What follows belongs to an exercise in optimizing a design on an open flow for small area; a production flow would make more cautious choices.
No run shown here included a check of the RTL's function; only the layout flow was run.

## flow/design.v (module list and top-level ports; edited modules follow where they fit)
// module fft_mag2_pipe: 915 lines
// module fft_peak_detect: 75 lines
// module fft_peak_cmp: 21 lines
module fft_peak_detect
#(
  parameter int DATA_W = fft_peak_detect_pkg::FPD_DATA_W,
  parameter int FFT_N  = 1024,
  parameter int IDX_W  = fft_peak_detect_pkg::FPD_IDX_W
) (
  input  logic                sys_clk,
  input  logic                sys_rst,
  input  logic [DATA_W-1:0]   s_re,
  input  logic [DATA_W-1:0]   s_im,
  input  logic                s_valid,
  input  logic                s_last,
  output logic                s_ready,
  output logic [IDX_W-1:0]    peak_idx,
  output logic [2*DATA_W-1:0] peak_pow,
  output logic                peak_valid,
  output logic                frame_err,
  output logic                busy
);
  // ...
==> flow/flow/run.sh <==
#!/bin/bash
# Standard synthesis, then a netlist clean-up (flow/faflip.py: full adders
# flipped to cancel inverters, single-load inverters folded into their
# driver), then the standard layout from floorplan on, with plain buf_1
# port buffers.
set -euo pipefail
RES=orfs/results/sky130hd/fft_peak_detect/base
bash standard.sh synth > synth.log 2>&1
cp $RES/1_2_yosys.v yosys_std.v
python3 flow/faflip.py yosys_std.v $RES/1_2_yosys.v > faflip.log 2>&1
rm -f $RES/1_synth.odb
export PRE_GLOBAL_PLACE_TCL="$PWD/flow/ports.tcl"
bash standard.sh > layout.log 2>&1
==> flow/flow/faflip.py <==
#!/usr/bin/env python3
"""Netlist clean-up after synthesis: flips full adders (FA is self-dual,
FA(~a,~b,~c) = ~FA(a,b,c)) to cancel inverters around them, then folds
single-load inverters into the gate that drives them.

usage: faflip.py IN.v OUT.v
"""
import re, sys

PRE = 'sky130_fd_sc_hd__'
src = open(sys.argv[1]).read()

m = re.search(r'^module\s+(\w+)\s*\((.*?)\);', src, re.S | re.M)
ports = set(p.strip() for p in m.group(2).split(','))
inst_re = re.compile(r'^(\s*)(' + PRE + r'\w+)\s+(\S+)\s*\((.*?)\);\n', re.S | re.M)
pin_re = re.compile(r'\.(\w+)\(([^()]*)\)')

cells = {}   # name -> [type, {pin: net}]
order = []
first = None
for mm in inst_re.finditer(src):
    if first is None:
        first = mm.start()
    t, n, body = mm.group(2), mm.group(3), mm.group(4)
    pins = {p: v.strip() for p, v in pin_re.findall(body)}
    cells[n] = [t[len(PRE):], pins]
    order.append(n)
last = list(inst_re.finditer(src))[-1].end()
head, tail = src[:first], src[last:]
assert 'assign' not in tail and 'assign' not in head, 'assign statements not handled'

OUT = {'X', 'Y', 'Q', 'Q_N', 'SUM', 'COUT', 'HI', 'LO'}


def is_port_net(net):
    return net.split('[')[0].strip() in ports


def build():
    drv, loads = {}, {}
    for n, (t, pins) in cells.items():
        for p, v in pins.items():
            if p in OUT:
                drv[v] = (n, p)
            else:
                loads.setdefault(v, []).append((n, p))
    return drv, loads


cnt = [0]
newnets = []


def newnet():
    cnt[0] += 1
    nn = '_ff%d_' % cnt[0]
    newnets.append(nn)
    return nn


def new_inv(a, y):
    cnt[0] += 1
    nm = '_ffi%d_' % cnt[0]
    cells[nm] = ['inv_1', {'A': a, 'Y': y}]
    return nm


def is_inv(n):
    return n in cells and cells[n][0] in ('inv_1', 'clkinv_1')


def cleanup():
    """Remove inverters without loads, and bypass inverter pairs."""
    changed = True
    while changed:
        changed = False
        drv, loads = build()
        for n in list(cells):
            if n not in cells or not is_inv(n):
                continue
            y = cells[n][1]['Y']
            if not loads.get(y) and not is_port_net(y):
                del cells[n]
                changed = True
                continue
            a = cells[n][1]['A']
            d = drv.get(a)
            # inv -> inv: loads of the second may use the first's input.
            if d and is_inv(d[0]) and not is_port_net(y):
                orig = cells[d[0]][1]['A']
                for (ln, lp) in loads.get(y, []):
                    cells[ln][1][lp] = orig
                del cells[n]
                changed = True
                drv, loads = build()


def ninv():
    return sum(1 for n in cells if is_inv(n))


COMP = {'and2_1': 'nand2_1', 'nand2_1': 'and2_1', 'or2_1': 'nor2_1', 'nor2_1': 'or2_1',
        'xor2_1': 'xnor2_1', 'xnor2_1': 'xor2_1', 'and3_1': 'nand3_1', 'nand3_1': 'and3_1',
        'or3_1': 'nor3_1', 'nor3_1': 'or3_1', 'and4_1': 'nand4_1', 'nand4_1': 'and4_1',
        'or4_1': 'nor4_1', 'nor4_1': 'or4_1', 'inv_1': None}


def outpin(t):
    return 'X' if t.startswith(('and', 'or', 'xor', 'buf', 'clkbuf')) else 'Y'


def flip(f):
    drv, loads = build()
    t, pins = cells[f]
    for p in ('A', 'B', 'CIN'):
        v = pins[p]
        d = drv.get(v)
        if d and is_inv(d[0]):
            pins[p] = cells[d[0]][1]['A']
        elif (d and COMP.get(cells[d[0]][0]) and len(loads.get(v, [])) == 1
              and not is_port_net(v)):
            g = cells[d[0]]
            del g[1][outpin(g[0])]
            g[0] = COMP[g[0]]
            g[1][outpin(g[0])] = v
        else:
            # reuse an inverter of this net if there is one
            inv = [ln for (ln, lp) in loads.get(v, []) if is_inv(ln)]
            if inv:
                pins[p] = cells[inv[0]][1]['Y']
            else:
                nn = newnet()
                new_inv(v, nn)
                pins[p] = nn
    for p in ('SUM', 'COUT'):
        o = pins[p]
        on = newnet()
        pins[p] = on
        rest = []
        for (ln, lp) in loads.get(o, []):
            if is_inv(ln) and not is_port_net(cells[ln][1]['Y']):
                y = cells[ln][1]['Y']
                _, l2 = drv, loads
                for (mn, mp) in loads.get(y, []):
                    cells[mn][1][mp] = on
                del cells[ln]
            else:
                rest.append((ln, lp))
        if rest or is_port_net(o):
            new_inv(on, o)


import copy, random


def ha_fix():
    """HA(~x, ~y) = (x ^ y, ~(x | y)): xor2 + nor2, the same area, two inverters gone."""
    n_fixed = 0
    drv, loads = build()
    for n in list(cells):
        if n not in cells or cells[n][0] != 'ha_1':
            continue
        pins = cells[n][1]
        da, db = drv.get(pins['A']), drv.get(pins['B'])
        if not (da and db and is_inv(da[0]) and is_inv(db[0])):
            continue
        x, y = cells[da[0]][1]['A'], cells[db[0]][1]['A']
        del cells[n]
        cnt[0] += 1
        if 'SUM' in pins:
            cells['_ffx%d_' % cnt[0]] = ['xor2_1', {'A': x, 'B': y, 'X': pins['SUM']}]
        if 'COUT' in pins:
            cells['_ffn%d_' % cnt[0]] = ['nor2_1', {'A': x, 'B': y, 'Y': pins['COUT']}]
        n_fixed += 1
        drv, loads = build()
    cleanup()
    return n_fixed


AREA = {}
_cur = None
for _line in open('/OpenROAD-flow-scripts/flow/platforms/sky130hd/lib/sky130_fd_sc_hd__tt_025C_1v80.lib'):
    _m = re.match(r'\s*cell\s*\(\s*"?(\w+)"?\s*\)', _line)
    if _m:
        _cur = _m.group(1)
    _m = re.match(r'\s*area\s*:\s*([\d.]+)', _line)
    if _m and _cur:
        AREA[_cur[len(PRE):]] = float(_m.group(1))
        _cur = None


def cost():
    return sum(AREA[t] for t, _ in cells.values()) - 3.75 * free_invs()


def free_invs():
    """Inverters, not counting those that only feed half adders whose both
    inputs are inverted (ha_fix removes them)."""
    drv, loads = build()
    k = 0
    for n in cells:
        if not is_inv(n):
            continue
        ls = loads.get(cells[n][1]['Y'], [])
        free = bool(ls) and not is_port_net(cells[n][1]['Y'])
        for (ln, lp) in ls:
            if cells[ln][0] != 'ha_1':
                free = False
                break
            other = cells[ln][1]['B' if lp == 'A' else 'A']
            d = drv.get(other)
            if not (d and is_inv(d[0])):
                free = False
                break
        if free:
            k += 1
    return k


# Drop synthesis buffers between cells (placement repairs what needs it).
nbuf = 0
drv, loads = build()
for n in list(cells):
    t, pins = cells[n]
    if not (t.startswith('buf_') or t.startswith('clkbuf_')):
        continue
    a, x = pins['A'], pins['X']
    if is_port_net(x):
        continue
    for (ln, lp) in loads.get(x, []):
        cells[ln][1][lp] = a
    del cells[n]
    nbuf += 1
    drv, loads = build()
print('buffers removed:', nbuf, file=sys.stderr)
cleanup()
base = cost()
print('inverters at start:', ninv(), 'area', base, file=sys.stderr)
random.seed(1)
fas = [n for n in cells if cells[n][0] == 'fa_1']


def components():
    """Two-colour the full adders: an inverter between two adders asks for
    different colours. Returns [(members, colour)] per connected group."""
    drv, loads = build()
    adj = {f: [] for f in fas}
    for f in fas:
        for p in ('A', 'B', 'CIN'):
            v = cells[f][1][p]
            k = 0
            d = drv.get(v)
            while d and is_inv(d[0]):
                k += 1
                d = drv.get(cells[d[0]][1]['A'])
            if d and cells[d[0]][0] == 'fa_1':
                adj[f].append((d[0], k & 1))
                adj[d[0]].append((f, k & 1))
    col, comps = {}, []
    for f in fas:
        if f in col:
            continue
        col[f] = 0
        q, mem = [f], [f]
        while q:
            u = q.pop()
            for (w, par) in adj[u]:
                if w not in col:
                    col[w] = col[u] ^ par
                    q.append(w)
                    mem.append(w)
        comps.append(mem)
    return comps, col


comps, col = components()
print('adder groups:', len(comps), [len(c) for c in comps][:10], file=sys.stderr)
for mem in comps:
    results = []
    for want in (0, 1):
        save = copy.deepcopy(cells)
        for f in mem:
            if col[f] == want:
                flip(f)
                cleanup()
        results.append((cost(), want))
        cells.clear()
        cells.update(save)
    k, want = min(results)
    if k < base:
        for f in mem:
            if col[f] == want:
                flip(f)
                cleanup()
        base = cost()
print('after colouring:', ninv(), base, file=sys.stderr)
best = copy.deepcopy(cells)
best_k = base
for rnd in range(6):
    random.shuffle(fas)
    for f in fas:
        save = copy.deepcopy(cells)
        flip(f)
        cleanup()
        k = cost()
        # accept ties in the first rounds to leave local minima
        if k < base or (k == base and rnd < 3):
            base = k
        else:
            cells.clear()
            cells.update(save)
        if base < best_k:
            best_k = base
            best = copy.deepcopy(cells)
    print('round', rnd, 'inverters', ninv(), 'area', base, file=sys.stderr)
cells.clear()
cells.update(best)
print('inverters after flips:', ninv(), file=sys.stderr)
print('half adders on two inverted inputs rebuilt:', ha_fix(), 'inverters', ninv(), file=sys.stderr)

drv, loads = build()
for n in list(cells):
    t, pins = cells[n]
    if t != 'ha_1':
        continue
    if not loads.get(pins.get('SUM')) and not is_port_net(pins.get('SUM', '')):
        cells[n] = ['and2_1', {'A': pins['A'], 'B': pins['B'], 'X': pins['COUT']}]
    elif not loads.get(pins.get('COUT')) and not is_port_net(pins.get('COUT', '')):
        cells[n] = ['xor2_1', {'A': pins['A'], 'B': pins['B'], 'X': pins['SUM']}]

# Fold a single-load inverter into the simple gate that drives it.
folded = 0
drv, loads = build()
for n in list(cells):
    if n not in cells or not is_inv(n):
        continue
    a = cells[n][1]['A']
    d = drv.get(a)
    if not d or d[0] not in cells or is_port_net(a) or len(loads.get(a, [])) != 1:
        continue
    g = cells[d[0]]
    if g[0] not in COMP or COMP[g[0]] is None:
        continue
    outp = 'Y' if 'Y' in g[1] else 'X'
    newt = COMP[g[0]]
    newout = 'Y' if newt.startswith('n') or newt.startswith('xn') else 'X'
    if newt.startswith('xnor'):
        newout = 'Y'
    if newt.startswith('xor'):
        newout = 'X'
    y = cells[n][1]['Y']
    del g[1][outp]
    g[1][newout] = y
    g[0] = newt
    del cells[n]
    folded += 1
    drv, loads = build()
print('folded into gates:', folded, 'inverters left:', ninv(), file=sys.stderr)

# Write out.
used = set()
for t, pins in cells.values():
    used.update(pins.values())
decl = ''.join('  wire %s;\n' % w for w in newnets if w in used)
body = []
for n in order + [k for k in cells if k not in order]:
    if n not in cells:
        continue
    t, pins = cells[n]
    body.append('  %s%s %s (\n%s\n  );\n' % (PRE, t, n, ',\n'.join('    .%s(%s%s)' % (p, v, ' ' if v.startswith('\\') else '') for p, v in pins.items())))
open(sys.argv[2], 'w').write(head.rstrip(' ') + decl + ''.join(body) + tail)
==> flow/flow/ports.tcl <==
# Port buffers: inputs get sky130_fd_sc_hd__buf_2 (they fan out to many gates),
# outputs the smallest plain buffer.
rename buffer_ports my_orig_buffer_ports
proc buffer_ports {args} {
  my_orig_buffer_ports -inputs -buffer_cell sky130_fd_sc_hd__buf_2
  my_orig_buffer_ports -outputs -buffer_cell sky130_fd_sc_hd__buf_1
}
==> flow/standard.sh <==
#!/bin/bash
# synth_recipe.tcl (not shown) runs the flow's synth.tcl, then flattens the netlist and writes it again
# the make line also repeats each setting of config.mk as NAME=value (left out here)
make -C /OpenROAD-flow-scripts/flow DESIGN_CONFIG=/design/flow/config.mk WORK_HOME=/design/flow/orfs CLKGATE_MAP_FILE= SYNTH_SCRIPT=/design/flow/synth_recipe.tcl "${@:-finish}"
==> flow/config.mk <==
export PLATFORM = sky130hd
export DESIGN_NAME = fft_peak_detect
export DESIGN_NICKNAME = fft_peak_detect
export VERILOG_FILES = /design/flow/design.v
export SDC_FILE = /design/flow/constraint.sdc
export NUM_CORES = 4
export LEC_CHECK = 0
export CAP_MARGIN = 0
export CORE_MARGIN = 2
export CORE_UTILIZATION = 80
export CTS_BUF_LIST = sky130_fd_sc_hd__clkbuf_8
export SLEW_MARGIN = 0
==> flow/constraint.sdc <==
create_clock -name core_clock -period 10.0 [get_ports {sys_clk}]
set_input_delay 2.0000 -clock core_clock [delete_from_list [all_inputs] [get_ports {sys_clk}]]
set_output_delay 2.0000 -clock core_clock [all_outputs]
set_load 0.01 [all_outputs]
==> impl_metrics.ini, run 1 <==
[clocking]
clkTransAtPathRegs_ns = 0.10
clkSinkCount = 97
cts-resized-gates = 0

[setup_path]
reg2reg_slack_ns = 6.60
end_kind = register
crit_path_end = run_idx_q[5]
cp.depth = 24

[finish]
bufAreaShareNonClock = 0.0488
final_nets = 1399
final_common_cell = fa_1
utilization = 0.910
area_growth_pct = 10.2
final-clk-cell-share = 0.0218
reg.largest.list = peak_pow_q x32, run_pow_q x32
final_cell_mix = fa_1, nand2_1, inv_1, dfrtp_1, and2_1
nNonClkBuffers = 112

[detailed_routing]
drtIter0Drc = 1071
wl_met2_um = 15500
viasPerCell = 6.76

[worst_hold_path]
worstHoldPathCells = 1

[global_route]
grt_usage = 0.465
grt_use_met1 = 0.568
antenna_found_initial = 0
grt_max_degree = 55

[sta]
fin_crit_sh = 0.971

[synth]
netlist_instances = 1000

[floorplanning]
rows = 42

[outcome]
status = finished clean

[flow_run]
cap_violations = 0
==> module fft_peak_detect, before the edit <==
module fft_peak_detect
#(
  parameter int DATA_W = fft_peak_detect_pkg::FPD_DATA_W,
  parameter int FFT_N  = 1024,
  parameter int IDX_W  = fft_peak_detect_pkg::FPD_IDX_W
) (
  input  logic                sys_clk,
  input  logic                sys_rst,
  input  logic [DATA_W-1:0]   s_re,
  input  logic [DATA_W-1:0]   s_im,
  input  logic                s_valid,
  input  logic                s_last,
  output logic                s_ready,
  output logic [IDX_W-1:0]    peak_idx,
  output logic [2*DATA_W-1:0] peak_pow,
  output logic                peak_valid,
  output logic                frame_err,
  output logic                busy
);
  localparam int PW = 2 * DATA_W;
  logic             en_q, post_q, bad_q;
  logic [IDX_W-1:0] cnt_q, run_idx_q, peak_idx_q;
  logic [PW-1:0]    run_pow_q, peak_pow_q;
  logic             w_accept, w_at_end, w_last, w_elig, w_first, w_hit, w_load;
  logic [PW-1:0]    w_pow;
  logic             w_gt;
  assign w_accept = s_valid & s_ready;
  assign w_at_end = &cnt_q;
  assign w_last   = w_accept & (s_last | w_at_end);
  assign w_elig   = ~cnt_q[IDX_W-1] & (|cnt_q);
  assign w_first  = (cnt_q == IDX_W'(1));
  fft_mag2_pipe #(.DATA_W(DATA_W)) u_mag2 (
    .in_re   (s_re),
    .in_im   (s_im),
    .out_pow (w_pow)
  );
  fft_peak_cmp #(.W(PW)) u_cmp (.a(w_pow), .b(run_pow_q), .gt(w_gt), .lt());
  assign w_hit  = w_accept & w_elig & (w_first | w_gt);
  assign w_load = post_q & (cnt_q == IDX_W'(FFT_N - 2)) & ~bad_q;
  always_ff @(posedge sys_clk) begin
    if (w_hit) begin
      run_pow_q <= w_pow;
      run_idx_q <= w_first ? IDX_W'(|{s_re, s_im}) : cnt_q;
    end
    if (!post_q) bad_q <= ~(s_last & w_at_end);
  end
  always_ff @(posedge sys_clk or negedge sys_rst) begin
    if (!sys_rst) begin
      en_q       <= 1'b0;
      post_q     <= 1'b0;
      cnt_q      <= '0;
      peak_idx_q <= '0;
      peak_pow_q <= '0;
    end else begin
      en_q <= 1'b1;
      if (w_last) begin
        post_q <= 1'b1;
        cnt_q  <= IDX_W'(FFT_N - 4);
      end else if (post_q | w_accept) begin
        cnt_q <= cnt_q + IDX_W'(1);
        if (w_at_end) post_q <= 1'b0;
      end
      if (w_load) begin
        peak_idx_q <= run_idx_q;
        peak_pow_q <= run_pow_q;
      end
    end
  end
  assign s_ready    = en_q & ~post_q;
  assign busy       = post_q | (|cnt_q);
  assign peak_valid = post_q & w_at_end & ~bad_q;
  assign frame_err  = post_q & w_at_end & bad_q;
  assign peak_idx   = peak_idx_q;
  assign peak_pow   = peak_pow_q;
endmodule
==> inputs of run 2 (changes only) <==
--- a/flow/design.v
+++ b/flow/design.v
@@ -950,5 +950,6 @@
   localparam int PW = 2 * DATA_W;
   logic             en_q, post_q, bad_q;
-  logic [IDX_W-1:0] cnt_q, run_idx_q, peak_idx_q;
+  logic [IDX_W-1:0] cnt_q;
+  logic [IDX_W-2:0] run_idx_q, peak_idx_q;
   logic [PW-1:0]    run_pow_q, peak_pow_q;
   logic             w_accept, w_at_end, w_last, w_elig, w_first, w_hit, w_load;
@@ -971,5 +972,5 @@
     if (w_hit) begin
       run_pow_q <= w_pow;
-      run_idx_q <= w_first ? IDX_W'(|{s_re, s_im}) : cnt_q;
+      run_idx_q <= w_first ? (IDX_W-1)'(|{s_re, s_im}) : cnt_q[IDX_W-2:0];
     end
     if (!post_q) bad_q <= ~(s_last & w_at_end);
@@ -1001,5 +1002,5 @@
   assign peak_valid = post_q & w_at_end & ~bad_q;
   assign frame_err  = post_q & w_at_end & bad_q;
-  assign peak_idx   = peak_idx_q;
+  assign peak_idx   = {1'b0, peak_idx_q};
   assign peak_pow   = peak_pow_q;
 endmodule
==> flow/flow/run.sh (replaced) <==
#!/bin/bash
set -euo pipefail
RES=orfs/results/sky130hd/fft_peak_detect/base
bash standard.sh synth > synth.log 2>&1
cp $RES/1_2_yosys.v yosys_std.v
python3 flow/faflip.py yosys_std.v $RES/1_2_yosys.v > faflip.log 2>&1
rm -f $RES/1_synth.odb
export PRE_GLOBAL_PLACE_TCL="$PWD/flow/ports.tcl"
export CTS_ARGS="-sink_clustering_enable -repair_clock_nets -buf_list sky130_fd_sc_hd__clkbuf_8 -dont_use_dummy_load"
bash standard.sh > layout.log 2>&1
--- a/flow/flow/faflip.py
+++ b/flow/flow/faflip.py
@@ -1,6 +1,11 @@
 #!/usr/bin/env python3
-"""Netlist clean-up after synthesis: flips full adders (FA is self-dual,
-FA(~a,~b,~c) = ~FA(a,b,c)) to cancel inverters around them, then folds
-single-load inverters into the gate that drives them.
+"""Netlist clean-up after synthesis; registers are left as they are.
+  - synthesis buffers between cells are dropped;
+  - full adders are flipped (FA is self-dual, FA(~a,~b,~c) = ~FA(a,b,c))
+    so that inverters around them cancel, choosing the flips by cell area;
+  - half adders whose inputs or outputs are inverted become xor/nor or
+    xnor/nand gates, two-input gates absorb inverted inputs (De Morgan);
+  - mux2 cells become a22o with one shared select inverter;
+  - single-load inverters fold into the gate that drives them.
 
 usage: faflip.py IN.v OUT.v
@@ -329,4 +334,108 @@
         cells[n] = ['xor2_1', {'A': pins['A'], 'B': pins['B'], 'X': pins['SUM']}]
 
+# Half adders whose outputs only feed inverters: split into gates of the
+# inverted polarity (xnor2 / nand2) and drop the inverters.
+n_hs = 0
+for n in list(cells):
+    if n not in cells or cells[n][0] != 'ha_1':
+        continue
+    drv, loads = build()
+    pins = cells[n][1]
+    def inv_only(net):
+        ls = loads.get(net, [])
+        return bool(ls) and not is_port_net(net) and all(is_inv(l) for l, _ in ls)
+    so, co = pins.get('SUM'), pins.get('COUT')
+    inv_s = so is not None and inv_only(so)
+    inv_c = co is not None and inv_only(co)
+    if not (inv_s or inv_c):
+        continue
+    save = copy.deepcopy(cells)
+    base = cost()
+    a, b = pins['A'], pins['B']
+    del cells[n]
+    cnt[0] += 1
+    for (o, inv, pos, neg, op, on) in ((so, inv_s, 'xor2_1', 'xnor2_1', 'X', 'Y'),
+                                        (co, inv_c, 'and2_1', 'nand2_1', 'X', 'Y')):
+        if o is None:
+            continue
+        if inv:
+            nn = newnet()
+            for (l, _) in loads.get(o, []):
+                y = cells[l][1]['Y']
+                for (m, mp) in loads.get(y, []):
+                    cells[m][1][mp] = nn
+                del cells[l]
+            cells['_ffh%d_%s' % (cnt[0], neg)] = [neg, {'A': a, 'B': b, on: nn}]
+        else:
+            cells['_ffh%d_%s' % (cnt[0], pos)] = [pos, {'A': a, 'B': b, op: o}]
+    cleanup()
+    if cost() < base - 0.01:
+        n_hs += 1
+    else:
+        cells.clear()
+        cells.update(save)
+print('half adders split into inverted gates:', n_hs, 'inverters', ninv(), file=sys.stderr)
+
+# De Morgan: two-input gates whose inputs come from inverters.
+DM2 = {'and2_1': 'nor2_1', 'or2_1': 'nand2_1', 'nand2_1': 'or2_1', 'nor2_1': 'and2_1',
+       'xor2_1': 'xor2_1', 'xnor2_1': 'xnor2_1'}
+DM1 = {'xor2_1': 'xnor2_1', 'xnor2_1': 'xor2_1'}
+n_dm = 0
+base = cost()
+for n in list(cells):
+    if n not in cells or cells[n][0] not in DM2:
+        continue
+    drv, loads = build()
+    t, pins = cells[n]
+    ia = drv.get(pins['A'])
+    ib = drv.get(pins['B'])
+    ia = ia if ia and is_inv(ia[0]) else None
+    ib = ib if ib and is_inv(ib[0]) else None
+    if ia and ib:
+        newt = DM2[t]
+    elif (ia or ib) and t in DM1:
+        newt = DM1[t]
+    else:
+        continue
+    save = copy.deepcopy(cells)
+    out = pins[outpin(t)]
+    del pins[outpin(t)]
+    if ia:
+        pins['A'] = cells[ia[0]][1]['A']
+    if ib:
+        pins['B'] = cells[ib[0]][1]['A']
+    cells[n][0] = newt
+    pins[outpin(newt)] = out
+    cleanup()
+    k = cost()
+    if k < base - 0.01:
+        base = k
+        n_dm += 1
+    else:
+        cells.clear()
+        cells.update(save)
+print('gates rewritten on inverted inputs:', n_dm, 'inverters', ninv(), file=sys.stderr)
+
+# mux2 (11.3 um2) -> a22o (8.8 um2) with one shared inverter per select net.
+n_mx = 0
+drv, loads = build()
+sel_inv = {}
+for n in list(cells):
+    t, pins = cells[n]
+    if t not in ('mux2_1', 'mux2_2'):
+        continue
+    sl = pins['S']
+    if sl not in sel_inv:
+        inv = [ln for (ln, lp) in loads.get(sl, []) if is_inv(ln)]
+        if inv:
+            sel_inv[sl] = cells[inv[0]][1]['Y']
+        else:
+            nn = newnet()
+            new_inv(sl, nn)
+            sel_inv[sl] = nn
+    cells[n] = ['a22o_1', {'A1': sl, 'A2': pins['A1'], 'B1': sel_inv[sl], 'B2': pins['A0'], 'X': pins['X']}]
+    n_mx += 1
+print('mux2 rebuilt as a22o:', n_mx, file=sys.stderr)
+
 # Fold a single-load inverter into the simple gate that drives it.
 folded = 0
--- a/flow/flow/ports.tcl
+++ b/flow/flow/ports.tcl
@@ -1,3 +1,3 @@
-# Port buffers: inputs get sky130_fd_sc_hd__buf_2 (they fan out to many gates),
+# Port buffers: every input gets a sky130_fd_sc_hd__buf_2 (they fan out to many gates),
 # outputs the smallest plain buffer.
 rename buffer_ports my_orig_buffer_ports
--- a/flow/config.mk
+++ b/flow/config.mk
@@ -10,3 +10,4 @@
 export CORE_UTILIZATION = 80
 export CTS_BUF_LIST = sky130_fd_sc_hd__clkbuf_8
+export GPL_TIMING_DRIVEN = 0
 export SLEW_MARGIN = 0
==> run 2 against run 1 <==
  * Routed wire length decreased by 11%
  * Final cell count is 2.9% lower
  * Core utilization down 3.5 points
  * Sequential share of layout area increased by 0.56 points
  * Critical path depth stayed put
==> impl_metrics.ini, run 2 <==
[outcome]
status = finished clean

[flow_run]
cap_violations = 0

[clocking]
cts_max_path_buffers = 2
cts_buffers = 9
clkSinkCount = 95
htree_levels = 3
clk_latency_ns = 0.38
root_buffer = clkbuf_8
cts_tree = yes
clkTransAtPathRegs_ns = 0.09

[sta]
fin_crit_sh = 0.952
skew_ns = 0.0427
slew_headroom = 0.234
period_minus_slack_ns = 9.52
hold_viol_final = 0
final_max_slew_viol_count = 0
rsz0062_at_grt = false
max_freq_mhz = 105
hold_ws_ns = 0.479
fin_tns_setup_ns = 0
setup_viol = 0
worst_pin_slew_ns = 1.14

[setup_path]
startpoint = s_re[2]
crit_required_ns = 10.11
path_cells = buf_2 -> nand2_1 -> fa_1 -> fa_1 -> fa_1 -> fa_1 -> fa_1 -> fa_1 -> xor2_1 -> a21oi_1 -> o21ai_0 -> a211oi_2 -> o21ai_2 -> a211oi_1 -> o41ai_2 -> fa_1 -> xor3_1 -> nor2_1 -> nor3_1 -> o211ai_1 -> a21boi_0 -> o31ai_1 -> nand2_2 -> buf_12
slowest_delay_ns = 0.60
rr_startpoint = cnt_q[5]
cp_common_cell = fa_1
cp-start-kind = primary input
path_buf_inv = 2
worstPathMaxFanout = 28
crit_arrival_ns = 9.62
reg2reg_slack_ns = 6.81
crit_slowest_cell = fa_1
end_kind = register
criticalPathCategory = primary input to register
cp_top_family = adder cells

[global_route]
overflow = 0
grt_max_degree = 54
antenna_found_initial = 0
grt_usage = 0.416
grt_pass1_vias = 9347
grt_pass1_wl_um = 45600

[placed_design]
hpwlAfterDp_um = 20000
routabilityCongestion = 0.889
port_buffers = 80

[finish]
n_fill_cell = 662
reg.largest.list = peak_pow_q x32, run_pow_q x32, cnt_q x10
area_growth_pct = 7.18
seq_area_um2 = 2590
final_common_cell = nand2_1
final_nets = 1355
drive_gt1_frac = 0.0651
final_cell_mix = nand2_1, fa_1, inv_1, and2_1, dfrtp_1
n_antenna_cell = 0
multi_input_area_um2 = 7990

[floorplanning]
die_h_um = 120
core-area_um2 = 13200
initial_core_util = 0.817
die_x_um = 120
die-area_um2 = 14500
rows = 42
ios = 82

[synth]
synth_warnings = 1
synth_nets = 1258
netlist_instances = 995
avgSynthCellArea_um2 = 10.9
syn_area_um2 = 10800

[worst_hold_path]
min-delay-start = run_idx_q[1]
hp-class = register to register

[detailed_routing]
viasPerCell = 6.71
ant_nets = 0
wl_per_cell_um = 22.0
drtIter0Drc = 845
firstDrtPassIters = 6
vias = 8492
drc_errors = 0
routed_wl_um = 27800
[run 2: metal layers]
layer	vias to the layer above	part of all wire	GRT usage
li1	3455	-	-
met1	4258	0.34	0.518
met2	607	0.49	0.695
met3	172	0.11	0.0986
met4	0	0.060	0.206
met5	-	0	0
[run 2: metrics by stage]
stage               std cells  setup WS (ns)  area (µm²)  utilization
floorplan                 995          0.905       10800            -
global placement         1251         -0.614       11400        0.860
global route             1266          0.212       11600        0.876
detailed placement       1252        0.00968       11400        0.861
CTS                      1261          0.364       11500        0.871
finish                   1266          0.481       11600        0.876
[run 2: area by class of cell]
type,instances,share of cell area
buffer,1,0.000647
clock buffer,9,0.0107
inverter,65,0.0210
multi-input combinational,834,0.689
sequential,95,0.223
tap,176,0.0190
timing repair buffer,86,0.0364
[run 2: path summary, 6_finish.rpt]
path / end / cells after the start
worst max-delay path: run_idx_q[1] / 24
worst min-delay path: peak_idx_q[1] / 1
worst max register to register: peak_pow_q[23] / 6
worst min register to register: peak_idx_q[1] / 1
max in group asynchronous: peak_pow_q[21] / 1
min in group asynchronous: peak_idx_q[8] / 1
[run 2: repair_timing]
action / CTS / global route
resized for setup: 0 / 1
hold buffers: 0 / 0
setup endpoints to repair: 0 / 28
setup buffers: 0 / 4

[port drivers added, routing unchanged]
No port has a modelled driver above. Below, the same layouts with a new extraction and two added sets of constraints. Step 1 sets driving cells, clkbuf_16 on the clock port and buf_2 on the other inputs (assumed; they add their load-dependent delay and slew). Step 2 times the ports against the registers' clock, not the clock port: input delays grow and output delays shrink by t, the midpoint of the rising clock arrivals with the driver on. a / b / c = no drivers / after step 1 / after step 2; a / b = the first two.
run | t, ns | setup slack, ns | slew at the worst register clock pin (ns) | worst data-port slew with drivers (ns)
run 1 | 0.410 | 0.294 / 0.306 / -0.104 | 0.10 / 0.10 | 0.04
run 2 | 0.391 | 0.481 / 0.488 / 0.097 | 0.11 / 0.11 | 0.04
Met with ideal ports but missed after step 2: setup timing in run 1. For run 1, which loses most, drivers alone change the setup slack by +0.012 ns; drivers and shift together by -0.398 ns.
